What follows belongs to an exercise in optimizing a design on an open flow for small area; a production flow would make more cautious choices.
Only simulation tests tie the RTL to the original design; equivalence was not proved.
No activity file was given, so power comes from the tool's default toggle rates.

Design sccb_responder, start of the top module:
module sccb_responder
#(
    parameter logic [6:0] DEV_ID    = 7'h21,
    parameter int         REG_DEPTH = 256
) (
    input  logic       Clk,
    input  logic       Reset,
    input  logic       sioc_in,
    input  logic       siod_in,
    output logic       siod_oe,
    input  logic [7:0] obs_addr,
    output logic [7:0] obs_data,
    output logic       wr_valid,
    output logic [7:0] wr_addr,
    output logic [7:0] wr_data,
    output logic       busy,
    output logic       err
);
clock: 10.0 ns
lec_check: 0
cap_margin: 20
core_margin: 2
core_utilization: 40
gpl_timing_driven: 0
slew_margin: 20
synth_hierarchical: 1
synth_minimum_keep_size: 0
standard.sh (not shown) runs the stock make flow with config.mk's settings and CLKGATE_MAP_FILE= SYNTH_SCRIPT=/design/flow/synth_recipe.tcl, a recipe that flattens the netlist after the stock synthesis.
==> flow/flow/run.sh <==
#!/bin/bash
set -euo pipefail
export CTS_ARGS="-sink_clustering_enable -repair_clock_nets -dont_use_dummy_load -sink_clustering_size 18 -sink_clustering_max_diameter 50 -buf_list sky130_fd_sc_hd__clkbuf_8"
export BUFFER_PORTS_ARGS="-buffer_cell sky130_fd_sc_hd__buf_2"
bash standard.sh > make.log 2>&1
Next try:
--- a/flow/config.mk
+++ b/flow/config.mk
@@ -11 +10,0 @@
-export GPL_TIMING_DRIVEN = 0
Cell area shrinks by 4.0%.
Global-route usage went up by 0.62 points.
Critical path depth went down by 1.
Routed wire length climbs by 2.6%.
Clock-buffer cell count rises by 1.
Cell count shrinks by 1.3%.
Next try:
==> flow/flow/run.sh (replaced) <==
#!/bin/bash
set -euo pipefail
export CTS_ARGS="-sink_clustering_enable -repair_clock_nets -dont_use_dummy_load -sink_clustering_size 18 -sink_clustering_max_diameter 65 -buf_list sky130_fd_sc_hd__clkbuf_8"
export BUFFER_PORTS_ARGS="-buffer_cell sky130_fd_sc_hd__buf_2"
bash standard.sh > make.log 2>&1
--- a/flow/config.mk
+++ b/flow/config.mk
@@ -8 +8 @@
-export CAP_MARGIN = 20
+export CAP_MARGIN = 5
@@ -10,2 +10,3 @@
-export CORE_UTILIZATION = 40
-export SLEW_MARGIN = 20
+export CORE_UTILIZATION = 80
+export PLACE_DENSITY = 0.85
+export SLEW_MARGIN = 5
The new run finished with max-capacitance violations, max-slew violations left.
Wire length is higher by 2.9%.
Clock power is lower by 5.2%.
Setup slack gets worse by 330 ps.
Worst hold slack gets better by 100 ps.
Final area is lower by 2.6%.
Non-clock buffer count is lower by 13.
Core utilization is higher by 43 points.
Global-route usage is higher by 26 points.
Total power is lower by 1.7%.
Register-to-register slack gets worse by 90 ps.
Critical path depth is lower by 1.

---

## alpha
Starting RTL as in the previous note.
clock: 10.0 ns
lec_check: 0
cap_margin: 5
core_margin: 2
core_utilization: 70
slew_margin: 5
synth_hierarchical: 1
synth_minimum_keep_size: 0
==> flow/flow/run.sh <==
#!/bin/bash
set -euo pipefail
export CTS_ARGS="-sink_clustering_enable -repair_clock_nets -dont_use_dummy_load -sink_clustering_size 18 -sink_clustering_max_diameter 50 -buf_list sky130_fd_sc_hd__clkbuf_8"
export BUFFER_PORTS_ARGS="-buffer_cell sky130_fd_sc_hd__buf_2"
bash standard.sh > make.log 2>&1
The layout from alpha, despite a flow that completed every stage, fails the layout checks, with the failing checks listed as capacitance limit, slew limit.
Edits applied to the flow inputs when going from alpha to beta:
- CORE_UTILIZATION changed from 70 to 65
### Flow results
beta: full flow OK, the timing, design-rule and antenna checks passed. Note that the fill cell instance count of the final layout recorded for beta amounts to 1.18 times the value seen in alpha. beta ends up with a initial cell density of the core that is 5.2 points lower than in alpha. Compared with alpha, wire length on met3 in beta decreased by a few percent. beta and alpha ended up with nearly the same overall power consumption. Changes observed in beta relative to alpha: number of search-and-repair iterations in the first detailed-routing pass down 3; hold slack has remained practically unchanged; share of the core filled with cells shrank by 5.4 points; die area grew by 6100 sq um.
#### Input delta (gamma over beta)
==> flow/flow/run.sh <==
#!/bin/bash
set -euo pipefail
export CTS_ARGS="-sink_clustering_enable -repair_clock_nets -dont_use_dummy_load -sink_clustering_size 20 -sink_clustering_max_diameter 50 -buf_list sky130_fd_sc_hd__clkbuf_8"
export BUFFER_PORTS_ARGS="-buffer_cell sky130_fd_sc_hd__buf_2"
bash standard.sh > make.log 2>&1
Results
Result for beta and gamma: all clean
Delta (gamma minus beta): total met2 wirelength after detailed routing essentially unchanged; number of instances on the worst hold path now sits at about the same level.
[compare] base=beta new=gamma: routed wire length about even, setup slack rose 47 ps.
gamma: met1 wire length 1.0% above beta

[re-timing with driven ports]
No port has a modelled driver above. Below, the same layouts with a new extraction and two added sets of constraints.
Step 1 sets driving cells, clkbuf_16 on the clock port and buf_2 on the other inputs (assumed; they add their load-dependent delay and slew).
Step 2 moves the port delays by t, midway between the first and last clock arrival at a register: inputs arrive t later, outputs are due t later. That takes back most of the time a late clock gives input paths.
a / b / c = no drivers / after step 1 / after step 2; a / b = the first two.
| run | shift t [ns] | setup WS [ns] | worst hold slack (ns) | worst setup path after step 2 | worst register clock-pin slew, ns |
|---|---|---|---|---|---|
| the first run of note 1 | 0.901 | 0.959 / 0.930 / 0.930 | 0.273 / 0.273 / 0.273 | input to output | 0.11 / 0.11 |
| the second run of note 1 | 0.932 | 1.119 / 1.098 / 1.098 | 0.223 / 0.223 / 0.223 | input to output | 0.11 / 0.11 |
| the third run of note 1 | 0.912 | 0.790 / 0.770 / 0.770 | 0.324 / 0.324 / 0.324 | input to output | 0.12 / 0.12 |
| alpha | 0.869 | 1.198 / 1.179 / 1.179 | 0.289 / 0.289 / 0.289 | input to output | 0.11 / 0.11 |
| beta | 0.891 | 1.260 / 1.234 / 1.234 | 0.288 / 0.288 / 0.288 | input to output | 0.11 / 0.11 |
| gamma | 0.889 | 1.307 / 1.281 / 1.281 | 0.289 / 0.289 / 0.289 | input to output | 0.12 / 0.12 |
The setup slack of the first run of note 1, which loses most, moves by -0.029 ns with the drivers and by -0.029 ns with both steps.
